From an optimization exercise on the open Yosys and OpenROAD flow, aimed at small area, a short achievable clock period and few clock cycles per item; shortcuts taken in it are not production practice. Where RTL was checked, it was by simulation tests only, not by an equivalence proof against the original. Power is estimated from default activity; no workload was simulated.

==> flow/design.v <==
`default_nettype none
package memWrDma_pkg;
	typedef logic [64-1:0] hostAddr_t;
	typedef logic [32-1:0]  lclAddr_t;
	typedef logic [64-1:0]  line_t;
	typedef logic [31:0]             cfgData_t;
	typedef logic [31:0]             byteCnt_t;
	typedef logic [12-1:0]   pload_t;
	typedef logic [10-1:0]   dwLen_t;
	typedef logic [7:0]              tag_t;
	typedef logic [15:0]             reqId_t;
	typedef struct packed {
		hostAddr_t hostBase;
		lclAddr_t  lclBase;
		byteCnt_t  byteCnt;
	} xferCfg_t;
	typedef struct packed {
		hostAddr_t hostAddr;
		lclAddr_t  lclAddr;
		pload_t    pload;    
		dwLen_t    dwLen;
		tag_t      tag;
	} pktDesc_t;
	typedef enum logic [1:0] {SEG_IDLE, SEG_ISSUE, SEG_WAIT} segState_t;
	typedef enum logic [1:0] {FRM_IDLE, FRM_HDR0, FRM_HDR1, FRM_DATA} frmState_t;
endpackage
`default_nettype wire
`default_nettype none
module memWrDma
#(
	parameter int DEPTH = 6
)
(
	input  wire                           i_CfgClk,
	input  wire                           i_ARst,
	input  wire                           i_CfgCyc,
	input  wire                           i_CfgStb,
	input  wire                           i_CfgWnR,
	input  wire [3:0]                     i_CfgAddr,
	input  wire memWrDma_pkg::cfgData_t   i_CfgWrData,
	output logic                          o_CfgAck,
	output memWrDma_pkg::cfgData_t        o_CfgRdData,
	input  wire memWrDma_pkg::pload_t     i_MaxPload,
	input  wire memWrDma_pkg::reqId_t     i_RequesterId,
	output logic                          o_MemRd,
	output memWrDma_pkg::lclAddr_t        o_MemRdAddr,
	input  wire                           i_MemReady,
	input  wire                           i_MemDv,
	input  wire memWrDma_pkg::line_t      i_MemRdData,
	output logic                          o_AstTxDv,
	output logic                          o_AstTxSop,
	output logic                          o_AstTxEop,
	output memWrDma_pkg::line_t           o_AstTxData,
	input  wire                           i_AstTxReady
);
	localparam int PW = $clog2(DEPTH);
	typedef enum logic [2:0] {S_IDLE, S_HDR0, S_HDR1, S_DATA, S_TAIL} frmState_t;
	logic [31:0] ctrlQ;
	logic [31:0] hostLoQ;
	logic [31:0] hostHiQ;
	logic [31:0] lclQ;
	logic        ctrlV;
	logic        hostLoV;
	logic        hostHiV;
	logic        lclV;
	logic [31:0] ctrlReg;
	logic [63:0] hostBase;
	logic [31:0] lclBase;
	logic        busy;
	logic        busyNext;
	logic        cfgWr;
	logic        xferWr;
	logic        start;
	logic        wrCtrl;
	logic        wrHostLo;
	logic        wrHostHi;
	logic        wrLcl;
	assign cfgWr    = i_CfgCyc & i_CfgStb & i_CfgWnR & ~o_CfgAck;
	assign xferWr   = cfgWr & ~busy;
	assign wrCtrl   = cfgWr && (i_CfgAddr == 4'h0);
	assign wrHostLo = xferWr && (i_CfgAddr == 4'h4);
	assign wrHostHi = xferWr && (i_CfgAddr == 4'h5);
	assign wrLcl    = xferWr && (i_CfgAddr == 4'h6);
	assign start  = xferWr && (i_CfgAddr == 4'h7) && ctrlReg[0] && (i_CfgWrData[31:3] != '0);
	assign ctrlReg  = ctrlQ & {32{ctrlV}};
	assign hostBase = {hostHiQ & {32{hostHiV}}, hostLoQ & {32{hostLoV}}};
	assign lclBase  = lclQ & {32{lclV}};
	always_ff @(posedge i_CfgClk or posedge i_ARst)
	begin
		if (i_ARst)
		begin
			o_CfgAck <= 1'b0;
			ctrlV    <= 1'b0;
			hostLoV  <= 1'b0;
			hostHiV  <= 1'b0;
			lclV     <= 1'b0;
		end
		else
		begin
			o_CfgAck <= i_CfgCyc & i_CfgStb & ~o_CfgAck;
			if (wrCtrl)
				ctrlV <= 1'b1;
			if (wrHostLo)
				hostLoV <= 1'b1;
			if (wrHostHi)
				hostHiV <= 1'b1;
			if (wrLcl)
				lclV <= 1'b1;
		end
	end
	always_ff @(posedge i_CfgClk)
	begin
		if (wrCtrl)
			ctrlQ <= i_CfgWrData;
		if (wrHostLo)
			hostLoQ <= i_CfgWrData;
		if (wrHostHi)
			hostHiQ <= i_CfgWrData;
		if (wrLcl)
			lclQ <= i_CfgWrData;
	end
	frmState_t   state;
	logic [28:0] remLines;     
	logic [3:0]  lineOff;      
	logic [24:0] hostMid;      
	logic        crossed;      
	logic        is4Dw;        
	logic [7:0]  tagCnt;
	logic [31:0] hostHi;
	logic        remOne;
	logic        lastInPkt;
	logic [4:0]  pktLines;
	logic [4:0]  bndLines;
	assign hostHi    = hostBase[63:32] + {31'd0, crossed};
	assign remOne    = (remLines == 29'd1);
	assign lastInPkt = (lineOff == 4'hF) || remOne;
	assign bndLines  = 5'd16 - {1'b0, lineOff};
	assign pktLines  = ((remLines[28:5] == '0) && (remLines[4:0] < bndLines)) ? remLines[4:0] : bndLines;
	memWrDma_pkg::line_t fifoMem [DEPTH];
	logic [PW-1:0] wrIdx;
	logic [PW-1:0] rdIdx;
	logic          wrPh;
	logic          rdPh;
	logic          fifoEmpty;
	logic          headOk;
	memWrDma_pkg::line_t head;
	assign fifoEmpty = (wrIdx == rdIdx) && (wrPh == rdPh);
	assign headOk    = ~fifoEmpty | i_MemDv;
	assign head      = fifoEmpty ? i_MemRdData : fifoMem[rdIdx];
	always_ff @(posedge i_CfgClk)
	begin
		if (i_MemDv)
			fifoMem[wrIdx] <= i_MemRdData;
	end
	logic        load;
	logic        beatOk;
	logic        pop;
	logic        nbSop;
	logic        nbEop;
	logic [63:0] nbData;
	frmState_t   nbState;
	logic [31:0] heldDw;
	assign load = ~o_AstTxDv | i_AstTxReady;
	always_comb
	begin
		beatOk  = 1'b0;
		pop     = 1'b0;
		nbSop   = 1'b0;
		nbEop   = 1'b0;
		nbData  = head;
		nbState = state;
		case (state)
			S_HDR0:
			begin
				beatOk  = 1'b1;
				nbSop   = 1'b1;
				nbData  = {i_RequesterId, tagCnt, 8'hFF,
					3'b010 | {2'b00, is4Dw}, 5'd0, 8'd0, 6'd0, 4'd0, pktLines, 1'b0};
				nbState = S_HDR1;
			end
			S_HDR1:
				if (is4Dw)
				begin
					beatOk  = 1'b1;
					nbData  = {hostMid, lineOff, hostBase[2:0], hostHi};
					nbState = S_DATA;
				end
				else
				begin
					beatOk  = headOk;
					pop     = 1'b1;
					nbData  = {head[31:0], hostMid, lineOff, hostBase[2:0]};
					nbState = lastInPkt ? S_TAIL : S_DATA;
				end
			S_DATA:
				if (is4Dw)
				begin
					beatOk  = headOk;
					pop     = 1'b1;
					nbEop   = lastInPkt;
					nbData  = head;
					nbState = lastInPkt ? (remOne ? S_IDLE : S_HDR0) : S_DATA;
				end
				else
				begin
					beatOk  = headOk;
					pop     = 1'b1;
					nbData  = {head[31:0], heldDw};
					nbState = lastInPkt ? S_TAIL : S_DATA;
				end
			S_TAIL:
			begin
				beatOk  = 1'b1;
				nbEop   = 1'b1;
				nbData  = {32'd0, heldDw};
				nbState = (remLines == '0) ? S_IDLE : S_HDR0;
			end
			default: ;
		endcase
	end
	logic doLoad;
	logic doPop;
	assign doLoad = load & beatOk;
	assign doPop  = doLoad & pop;
	assign busyNext = start | (busy & ~((state == S_IDLE) & load));
	always_ff @(posedge i_CfgClk or posedge i_ARst)
	begin
		if (i_ARst)
		begin
			state     <= S_IDLE;
			busy      <= 1'b0;
			o_AstTxDv <= 1'b0;
			tagCnt    <= '0;
			rdIdx     <= '0;
			wrIdx     <= '0;
			rdPh      <= 1'b0;
			wrPh      <= 1'b0;
		end
		else
		begin
			busy <= busyNext;
			if (i_MemDv)
			begin
				wrIdx <= (wrIdx == PW'(DEPTH - 1)) ? '0 : wrIdx + 1'b1;
				if (wrIdx == PW'(DEPTH - 1))
					wrPh <= ~wrPh;
			end
			if (start)
				state <= S_HDR0;
			else if (doLoad)
				state <= nbState;
			if (load)
				o_AstTxDv <= beatOk;
			if (doLoad && (state == S_HDR0))
				tagCnt <= tagCnt + 1'b1;
			if (doPop)
			begin
				rdIdx <= (rdIdx == PW'(DEPTH - 1)) ? '0 : rdIdx + 1'b1;
				if (rdIdx == PW'(DEPTH - 1))
					rdPh <= ~rdPh;
			end
		end
	end
	always_ff @(posedge i_CfgClk)
	begin
		if (doLoad)
		begin
			o_AstTxData <= nbData;
			o_AstTxSop  <= nbSop;
			o_AstTxEop  <= nbEop;
		end
		if (doPop)
			heldDw <= head[63:32];
		if (!busy)
		begin
			remLines <= i_CfgWrData[31:3];
			lineOff  <= hostBase[6:3];
			hostMid  <= hostBase[31:7];
			crossed  <= 1'b0;
			is4Dw    <= |hostBase[63:32];
		end
		else if (doPop)
		begin
			remLines <= remLines - 1'b1;
			lineOff  <= lineOff + 1'b1;
			if (lineOff == 4'hF)
			begin
				hostMid <= hostMid + 1'b1;
				if (&hostMid)
				begin
					crossed <= 1'b1;
					is4Dw   <= ~&hostBase[63:32];
				end
			end
		end
	end
	logic [DEPTH-1:0] pendT;
	logic [15:0]  pendX;
	logic [28:0]  rdAddr;
	logic         memAcc;
	logic         remBig;
	logic [3:0]   remLo;
	logic         more0;     
	logic         more1;     
	logic         moreAfter;
	logic         roomAfter;
	assign memAcc = o_MemRd & i_MemReady;
	assign pendX  = 16'(pendT);
	assign remBig = |remLines[28:4];
	assign remLo  = remLines[3:0];
	assign more0  = remBig | ((remLo != 4'd0) && !pendX[remLo - 4'd1]);
	assign more1  = remBig | ((remLo > 4'd1) && !pendX[remLo - 4'd2]);
	assign moreAfter = memAcc ? more1 : more0;
	assign roomAfter = (memAcc && !doPop) ? !pendT[DEPTH-2]
	                 : (!memAcc && doPop) ? 1'b1
	                 : !pendT[DEPTH-1];
	assign o_MemRdAddr = {rdAddr, lclBase[2:0]};
	always_ff @(posedge i_CfgClk or posedge i_ARst)
	begin
		if (i_ARst)
		begin
			o_MemRd <= 1'b0;
			pendT   <= '0;
		end
		else
		begin
			if (start)
				o_MemRd <= 1'b1;
			else
				o_MemRd <= busy & moreAfter & roomAfter;
			case ({memAcc, doPop})
				2'b10:   pendT <= {pendT[DEPTH-2:0], 1'b1};
				2'b01:   pendT <= {1'b0, pendT[DEPTH-1:1]};
				default: ;
			endcase
		end
	end
	always_ff @(posedge i_CfgClk)
	begin
		if (!busy)
			rdAddr <= lclBase[31:3];
		else if (memAcc)
			rdAddr <= rdAddr + 1'b1;
	end
	always_ff @(posedge i_CfgClk)
	begin
		case (i_CfgAddr)
			4'h0:     o_CfgRdData <= ctrlReg;
			4'h1:     o_CfgRdData <= {30'd0, ~busyNext, busyNext};
			4'h4: o_CfgRdData <= hostBase[31:0];
			4'h5: o_CfgRdData <= hostBase[63:32];
			4'h6:    o_CfgRdData <= lclBase;
			4'h7:      o_CfgRdData <= busyNext ? {remLines, 3'd0} : '0;
			default:           o_CfgRdData <= '0;
		endcase
	end
endmodule
`default_nettype wire
==> flow/config.mk <==
export PLATFORM = sky130hd
export DESIGN_NAME = memWrDma
export DESIGN_NICKNAME = memWrDma
export VERILOG_FILES = /design/flow/design.v
export SDC_FILE = /design/flow/constraint.sdc
export NUM_CORES = 4
export LEC_CHECK = 0
export ABC_CLOCK_PERIOD_IN_PS = 3000
export CAP_MARGIN = 20
export CORE_MARGIN = 2
export CORE_UTILIZATION = 65
export CTS_BUF_LIST = sky130_fd_sc_hd__clkbuf_16
export CTS_CLUSTER_DIAMETER = 90
export CTS_CLUSTER_SIZE = 28
export PLACE_DENSITY = 0.75
export SLEW_MARGIN = 20
==> flow/constraint.sdc <==
create_clock -name core_clock -period 8.0 [get_ports {i_CfgClk}]
set_input_delay 1.6000 -clock core_clock [delete_from_list [all_inputs] [get_ports {i_CfgClk}]]
set_output_delay 1.6000 -clock core_clock [all_outputs]
set_load 0.01 [all_outputs]
standard.sh (not shown) runs the stock make flow with config.mk's settings and CLKGATE_MAP_FILE= SYNTH_SCRIPT=/design/flow/synth_recipe.tcl, a recipe that flattens the netlist after the stock synthesis.
==> flow/flow/run.sh <==
#!/bin/bash
# Standard layout, with the smallest buffer on every input and output port
# and timing repair aimed below the clock period
set -euo pipefail
export BUFFER_PORTS_ARGS="-buffer_cell sky130_fd_sc_hd__buf_1"
export SETUP_SLACK_MARGIN=5.15
bash standard.sh > flow_make.log 2>&1
Rerun with:
--- a/flow/design.v
+++ b/flow/design.v
@@ -53,74 +53,43 @@
 	output memWrDma_pkg::line_t           o_AstTxData,
 	input  wire                           i_AstTxReady
 );
 	localparam int PW = $clog2(DEPTH);
 	typedef enum logic [2:0] {S_IDLE, S_HDR0, S_HDR1, S_DATA, S_TAIL} frmState_t;
-	logic [31:0] ctrlQ;
-	logic [31:0] hostLoQ;
-	logic [31:0] hostHiQ;
-	logic [31:0] lclQ;
-	logic        ctrlV;
-	logic        hostLoV;
-	logic        hostHiV;
-	logic        lclV;
 	logic [31:0] ctrlReg;
 	logic [63:0] hostBase;
 	logic [31:0] lclBase;
 	logic        busy;
 	logic        busyNext;
 	logic        cfgWr;
 	logic        xferWr;
 	logic        start;
-	logic        wrCtrl;
-	logic        wrHostLo;
-	logic        wrHostHi;
-	logic        wrLcl;
-	assign cfgWr    = i_CfgCyc & i_CfgStb & i_CfgWnR & ~o_CfgAck;
-	assign xferWr   = cfgWr & ~busy;
-	assign wrCtrl   = cfgWr && (i_CfgAddr == 4'h0);
-	assign wrHostLo = xferWr && (i_CfgAddr == 4'h4);
-	assign wrHostHi = xferWr && (i_CfgAddr == 4'h5);
-	assign wrLcl    = xferWr && (i_CfgAddr == 4'h6);
+	assign cfgWr  = i_CfgCyc & i_CfgStb & i_CfgWnR & ~o_CfgAck;
+	assign xferWr = cfgWr & ~busy;
 	assign start  = xferWr && (i_CfgAddr == 4'h7) && ctrlReg[0] && (i_CfgWrData[31:3] != '0);
-	assign ctrlReg  = ctrlQ & {32{ctrlV}};
-	assign hostBase = {hostHiQ & {32{hostHiV}}, hostLoQ & {32{hostLoV}}};
-	assign lclBase  = lclQ & {32{lclV}};
 	always_ff @(posedge i_CfgClk or posedge i_ARst)
 	begin
 		if (i_ARst)
 		begin
 			o_CfgAck <= 1'b0;
-			ctrlV    <= 1'b0;
-			hostLoV  <= 1'b0;
-			hostHiV  <= 1'b0;
-			lclV     <= 1'b0;
+			ctrlReg  <= '0;
+			hostBase <= '0;
+			lclBase  <= '0;
 		end
 		else
 		begin
 			o_CfgAck <= i_CfgCyc & i_CfgStb & ~o_CfgAck;
-			if (wrCtrl)
-				ctrlV <= 1'b1;
-			if (wrHostLo)
-				hostLoV <= 1'b1;
-			if (wrHostHi)
-				hostHiV <= 1'b1;
-			if (wrLcl)
-				lclV <= 1'b1;
+			if (cfgWr && (i_CfgAddr == 4'h0))
+				ctrlReg <= i_CfgWrData;
+			if (xferWr && (i_CfgAddr == 4'h4))
+				hostBase[31:0] <= i_CfgWrData;
+			if (xferWr && (i_CfgAddr == 4'h5))
+				hostBase[63:32] <= i_CfgWrData;
+			if (xferWr && (i_CfgAddr == 4'h6))
+				lclBase <= i_CfgWrData;
 		end
 	end
-	always_ff @(posedge i_CfgClk)
-	begin
-		if (wrCtrl)
-			ctrlQ <= i_CfgWrData;
-		if (wrHostLo)
-			hostLoQ <= i_CfgWrData;
-		if (wrHostHi)
-			hostHiQ <= i_CfgWrData;
-		if (wrLcl)
-			lclQ <= i_CfgWrData;
-	end
 	frmState_t   state;
 	logic [28:0] remLines;     
 	logic [3:0]  lineOff;      
 	logic [24:0] hostMid;      
 	logic        crossed;      
Cell area went down by 0.79%.
Clock power went down by about 2%.
Maximum frequency went up by 2.5%.
Register-to-register slack gets better by 20 ps.
Count of clock-buffer cells in the layout went down by 3.
Flip-flop and latch count went down by 4.
Hold slack gets worse by 35 ps.
Setup slack gets better by 70 ps.
Die area went up by 1.1%.
Via count went down by 2.2%.
Combinational power hardly moves.
Area after synthesis went up by 1.1%.
Testbench counts after the change, summed over its fixed seeds: cycles 38,242, bytes 198,928.
For the first run of this note, only the layout was checked, not whether the RTL still works.

[re-timing with driven ports]
In the flow no input, the clock included, has a driving cell. The finished layouts below were timed again as built, in two steps.
Step 1: set_driving_cell puts a clkbuf_16 on i_CfgClk and a buf_2 on each other input, an assumption about the parent block.
Step 2 times the ports against the registers' clock, not the clock port: input delays grow and output delays shrink by t, the midpoint of the rising clock arrivals with the driver on.
a / b / c = ideal ports / drivers / drivers and shift; a / b = the first two.
| run | t (ns) | setup slack, ns | hold slack, ns | worst setup path after step 2 | clock arrival spread, ns |
|---|---|---|---|---|---|
| the first run | 0.645 | 5.071 / 5.010 / 4.537 | 0.488 / 0.488 / 0.488 | input to register | 0.040 / 0.039 |
| the second run | 0.643 | 5.142 / 5.099 / 4.542 | 0.453 / 0.453 / 0.453 | input to register | 0.037 / 0.037 |
After both steps every run listed still meets setup and hold. For the second run, which loses most, drivers alone change the setup slack by -0.043 ns; drivers and shift together by -0.600 ns.
